From an optimization exercise on the open Yosys and OpenROAD flow, aimed at small area; shortcuts taken in it are not production practice. Only simulation tests tie the RTL to the original design; equivalence was not proved. Power and IR drop assume default switching activity.

`config.mk`:
```
export PLATFORM = sky130hd
export DESIGN_NAME = dense_1_feeder
export DESIGN_NICKNAME = dense_1_feeder
export VERILOG_FILES = /design/flow/design.v
export SDC_FILE = /design/flow/constraint.sdc
export NUM_CORES = 4
export LEC_CHECK = 0
export CAP_MARGIN = 20
export CORE_MARGIN = 2
export CORE_UTILIZATION = 40
export SLEW_MARGIN = 20
```
`constraint.sdc`:
```
create_clock -name core_clock -period 5.0 [get_ports {clk}]
set_input_delay 1.0000 -clock core_clock [delete_from_list [all_inputs] [get_ports {clk}]]
set_output_delay 1.0000 -clock core_clock [all_outputs]
set_load 0.01 [all_outputs]
```
`run.sh`:
```
#!/bin/bash
# synth_recipe.tcl (not shown) runs the flow's synth.tcl, then flattens the netlist and writes it again
# the make line also repeats each setting of config.mk as NAME=value (left out here)
make -C /OpenROAD-flow-scripts/flow DESIGN_CONFIG=/design/flow/config.mk WORK_HOME=/design/flow/orfs CLKGATE_MAP_FILE= SYNTH_SCRIPT=/design/flow/synth_recipe.tcl finish
```
`design.v`:
```
module dense_1_feeder #(
  parameter int IN_W            = 32,
  parameter int OUT_W           = 128,
  parameter int WORDS_PER_FRAME = 8,
  parameter int GAP             = 64,
  parameter int DEPTH           = 16
) (
  input  logic             clk,
  input  logic             rst,
  input  logic             vld_in,
  input  logic [IN_W-1:0]  data_in,
  output logic             rdy_out,
  output logic             vld_out,
  output logic [OUT_W-1:0] data_out,
  output logic             last_out,
  output logic             ovf
);
  localparam int PACK    = OUT_W / IN_W;
  localparam int PACK_W  = (PACK > 1) ? $clog2(PACK) : 1;
  localparam int FRAME_W = (WORDS_PER_FRAME > 1) ? $clog2(WORDS_PER_FRAME) : 1;
  localparam int GAP_W   = $clog2(GAP);
  localparam int PTR_W   = $clog2(DEPTH);
  localparam int CNT_W   = $clog2(DEPTH) + 1;
  localparam int RING_N  = 15;
  logic [PACK_W-1:0]        pack_cnt;
  logic [OUT_W-IN_W-1:0]    pack_word;
  logic [GAP_W-1:0]         gap_cnt;
  logic [PTR_W-1:0]         wr_ptr;
  logic [PTR_W-1:0]         rd_ptr;
  logic [CNT_W-1:0]         fifo_count;
  logic [OUT_W-1:0]         hd;
  logic                     hd_vld;
  logic [OUT_W-1:0]         wb;
  logic                     wb_vld;
  logic [RING_N-1:0][OUT_W-1:0] ring;
  logic [RING_N-1:0][PTR_W-1:0] ring_seq;
  logic [RING_N-1:0]            ring_vld;
  logic               accept;
  logic               push;
  logic               pop;
  logic [OUT_W-1:0]   packed_next;
  logic               to_hd;
  logic               rd_hit;
  logic [RING_N-1:0]  in_free;
  logic [RING_N-1:0]  wr_here;
  assign rdy_out = !rst && (fifo_count < CNT_W'(DEPTH));
  assign accept  = vld_in && rdy_out;
  assign push    = accept && (pack_cnt == PACK_W'(PACK - 1));
  assign pop     = (fifo_count != '0) && (gap_cnt == '0);
  assign packed_next = {pack_word, data_in};
  assign to_hd  = push && !hd_vld && (fifo_count == '0);
  assign rd_hit = !hd_vld && ring_vld[RING_N-1] && (ring_seq[RING_N-1] == rd_ptr);
  always_comb begin
    logic taken;
    taken = 1'b0;
    for (int p = 0; p < RING_N; p++) begin
      in_free[p] = !ring_vld[(p + RING_N - 1) % RING_N] || (p == 0 && rd_hit);
      wr_here[p] = 1'b0;
      if (p % 4 == 0 && wb_vld && in_free[p] && !taken) begin
        wr_here[p] = 1'b1;
        taken      = 1'b1;
      end
    end
  end
  always_ff @(posedge clk) begin
    for (int p = 0; p < RING_N; p++) begin
      if (wr_here[p]) begin
        ring[p]     <= wb;
        ring_seq[p] <= wr_ptr - 1'b1;
      end else begin
        ring[p]     <= ring[(p + RING_N - 1) % RING_N];
        ring_seq[p] <= ring_seq[(p + RING_N - 1) % RING_N];
      end
    end
  end
  always_ff @(posedge clk) begin
    if (rst) begin
      ring_vld <= '0;
    end else begin
      for (int p = 0; p < RING_N; p++) begin
        ring_vld[p] <= wr_here[p] ||
                       (ring_vld[(p + RING_N - 1) % RING_N] && !(p == 0 && rd_hit));
      end
    end
  end
  always_ff @(posedge clk) begin
    if (accept) pack_word <= packed_next[OUT_W-IN_W-1:0];
    if (push && !to_hd) wb <= packed_next;
    if (to_hd) begin
      hd <= packed_next;
    end else if (rd_hit) begin
      hd <= ring[RING_N-1];
    end
  end
  always_ff @(posedge clk) begin
    if (rst) begin
      pack_cnt   <= '0;
      gap_cnt    <= '0;
      wr_ptr     <= '0;
      rd_ptr     <= '0;
      fifo_count <= '0;
      hd_vld     <= 1'b0;
      wb_vld     <= 1'b0;
      vld_out    <= 1'b0;
      data_out   <= '0;
      last_out   <= 1'b0;
      ovf        <= 1'b0;
    end else begin
      if (vld_in && !rdy_out) begin
        ovf <= 1'b1;
      end
      if (accept) begin
        pack_cnt <= pack_cnt + 1'b1;
      end
      if (push) begin
        wr_ptr <= wr_ptr + 1'b1;
      end
      if (push && !pop) begin
        fifo_count <= fifo_count + 1'b1;
      end else if (pop && !push) begin
        fifo_count <= fifo_count - 1'b1;
      end
      if (pop) begin
        gap_cnt <= GAP_W'(GAP - 1);
      end else if (gap_cnt != '0) begin
        gap_cnt <= gap_cnt - 1'b1;
      end
      if (push && !to_hd) begin
        wb_vld <= 1'b1;
      end else if (|wr_here) begin
        wb_vld <= 1'b0;
      end
      if (to_hd || rd_hit) begin
        hd_vld <= 1'b1;
      end else if (pop) begin
        hd_vld <= 1'b0;
      end
      vld_out <= pop;
      if (pop) begin
        rd_ptr   <= rd_ptr + 1'b1;
        data_out <= hd;
        last_out <= (rd_ptr[FRAME_W-1:0] == FRAME_W'(WORDS_PER_FRAME - 1));
      end else begin
        last_out <= 1'b0;
      end
    end
  end
endmodule
```
==> notes.md <==
Pre-antenna DRT Iters=5; vias in the first global route=~30k; met2 wirelength from detailed routing=slightly below 50 mm; # IOs=167; r2r setup slk=1550 ps; row count=around 150; # DRC=0; Final Worst Setup Slack=1551 ps; Detailed Place HPWL=65.18 mm; DR WL/cell=18.29 um; critical path's slowest cell=nor4_1; core footprint=~0.16 mm^2; initial antenna violation count=3; Hold Slack=304.2 ps; HP Start=ring[1776]; cells after synthesis=about 3.9k; Final min period=3449 ps; Setup TNS=0 ps; final wirelength=118.5 mm; crit-path cells=nor4_1 > nand2_4 > nor2_1 > inv_1 > ha_1 > inv_1 > ha_1 > a21o_1 > a21oi_1 > mux2i_1 > mux2_2; crit end category=flop; crit path DAT=4160 ps; Max IR drop VDD=0.0007771 V; Slew headroom=26.28%; DIE AREA=0.1648 mm^2; dpl ws=885.0 ps; cell count after placement=6,051; Yosys cell types=43; Area contributors post-synth=dfxtp_1 67%, edfxtp_1 16%, mux2_2 10%, mux2_1 1.4%, a21oi_1 1.1%; worst reg2reg path depth=11; commonest register cell after synthesis=dfxtp_1; max_cap viols=0; WS Path Type=reg2reg; Worst Tran Pin Value=1106 ps; most frequent cells in the layout=2,149 x dfxtp_1, 447 x mux2_2, 352 x edfxtp_1; postcts setup bufs=0; hold crit path type=reg2reg; # setup viols final=0; area share of the largest cell type after synthesis=66.56%; hold depth=0; RR Endpoint=fifo_count[4]; EDFF count, synth=~350; Synthesized Nets=3,897; CP Launch Type=flop; CTS clock-pin slew for the worst setup and hold paths=70 ps; Synth Register Bits=2,501; Critical R2R Launch=gap_cnt[2]; pwr dens=545.5 mW/mm^2; gr usage total=between 10% and 20%; YS warnings=1; nets@finish=4,163; post-synthesis sequential area ratio=82.92%; pin count of the biggest net entering global routing=100; final cell count without fillers=6,479; top routing layer in use=met4; Req. time, crit path=5710 ps; first-pass GRT wire length=181.0 mm; layout cell share with drive strength beyond 1=between 20% and 30%; Initial Utilization=40.25%; post-synth top area cell=dfxtp_1; CTS Buffer Depth=3; CTS Sinks=2,501; Placed Area=0.06923 mm^2; Max Clk Rate=a little under 300 MHz; post-route clock period utilization=between 60 and 70%; Die Y=406.0 um; clk root buf=clkbuf_16; WHS Endpoint=ring[1904]; CTS tree=done; post-route ant nets=0; placer congestion estimate=~0.73; commonest non-fill, non-tap cell in the layout=dfxtp_1; unrepaired setup endpoints after global routing=false; IO buf count=166; clock skew=47.30 ps; via count=around 29k; Finished Cell Area=0.07681 mm^2; final hold vios=0; CTS Hold Bufs=0; delay of the slowest critical-path stage=about 550 ps; mapped cell area=0.06463 mm^2; LEAKAGE=29.46 nW; run status=timing/DRC/antenna clean; Synth async-reset ratio=0%; WL met1=roughly 62 mm; Avg Inst Size Synth=16.79 um^2; DR iter-0 viols=1,581; Vias/cell=4.427; Die W=406.0 um; area grow syn2layout=18.83%; post-CTS resize count=0; Setup crit start=gap_cnt[2]; Skew-Pair Late Insertion Delay=820 ps; worst-path fanout max=between 50 and 60; routed wl met3=~4.9 mm; max-slew violations=0; H-tree Lvls=4; filler instances=13.58k; Num CTS Buffers=223; grt ovf=0
-- sequential cells by signal, indices dropped and copies added (netlist names), 4 cells and up --
| name | cells |
|---|---|
| fifo_count | 5 |
| rd_ptr | 4 |
| pack_word | 96 |
| ring_seq | 60 |
| ring_vld | 15 |
| wr_ptr | 4 |
| wb | 128 |
| hd | 128 |
| ring | 1920 |
| data_out | 128 |
| gap_cnt | 6 |
-- worst max path at each step --
stage	end	slack, ps	cells after the start
finish	fifo_count[4]	1550	11
global route	fifo_count[4]	1170	11
CTS	fifo_count[4]	1530	11
detailed placement	fifo_count[4]	890	11
global placement	fifo_count[4]	830	11
floorplan	wb[0]	-1720	4
-- area by class of cell --
cell class	count	area [um^2]	share of cell area (%)
flip-flops and latches	2501	53590	69.77
multi-input cells	1184	10840	14.11
clock buffers	327	6578	8.564
well taps	2160	2703	3.519
repair buffers	192	2046	2.663
clock inverters	99	994.7	1.295
inverters	14	52.55	0.06842
diodes	2	5.005	0.006516
-- cell families (layout without fill, tap and decap cells) --
| logic type | Yosys count | in the layout | share of synthesized area, % |
|---|---|---|---|
| AO/OA/AOI/OAI | 295 | 295 | 2.393 |
| XOR/XNOR | 15 | 15 | 0.2033 |
| adder cells (fa/ha/maj) | 12 | 12 | 0.2439 |
| buffers and inverters | 165 | 632 | 1.183 |
| flip-flops | 2501 | 2501 | 82.92 |
| multiplexers | 659 | 659 | 11.47 |
| other | 0 | 2 | 0 |
| AND/OR/NAND/NOR | 203 | 203 | 1.591 |
-- Yosys cell counts, drive strengths merged (11+ instances only) --
master / instances
dfxtp: 2149
mux2: 653
edfxtp: 352
a21oi: 143
o21ai: 136
nand3: 132
clkbuf: 86
buf: 65
nor2: 22
inv: 14
nor2b: 12
ha: 11
nand2: 11
-- per-layer routing --
metal | track usage [%] | vias up
li1 | - | 13760
met1 | 21.90 | 14230
met2 | 20.78 | 518
met3 | 2.719 | 169
met4 | 4.702 | 0
met5 | 0 | -
-- power by group --
group	switching, mW	internal (mW)
Combinational	2.52	0.904
Sequential	0.359	21.0
Clock	7.20	9.93
Total	10.1	31.8
-- through the flow --
step | power (mW) | utilization, %
2_1_floorplan | 23.61 | -
3_3_place_gp | 25.20 | 43.12
3_5_place_dp | 25.24 | 43.12
4_1_cts | 42.37 | 47.83
5_1_grt | 43.49 | 47.83
6_report | 41.90 | 47.83
-- worst max-delay path: cells and delay by family (launching register included) --
kind / cells / cell delay (ps)
buffers and inverters: 2 / 300
AND/OR/NAND/NOR: 3 / 1210
multiplexers: 2 / 570
flip-flops: 1 / 350
adder cells (fa/ha/maj): 2 / 520
AO/OA/AOI/OAI: 2 / 380

==> re-timing with driven ports <==
How much do the figures lean on ideal ports? The routed layout below was timed once more, with nothing changed but the port constraints. Step 1 assumes that a clkbuf_16 drives the clock port and a buf_2 every other input. Step 2, shift: input delay + t, output delay - t, t = (earliest + latest rising clock arrival at the registers) / 2. This alone moves slack from input paths to output paths. a / b / c = no drivers / after step 1 / after step 2; a / b = the first two.
t, ns: 0.870
setup WS [ns]: 1.551 / 1.551 / 0.861
worst setup path at the end: input to register
slew at the worst register clock pin (ns): 0.07 / 0.07
After both steps this run still meets setup and hold. The setup slack of this run moves by 0.000 ns with the drivers and by -0.690 ns with both steps.
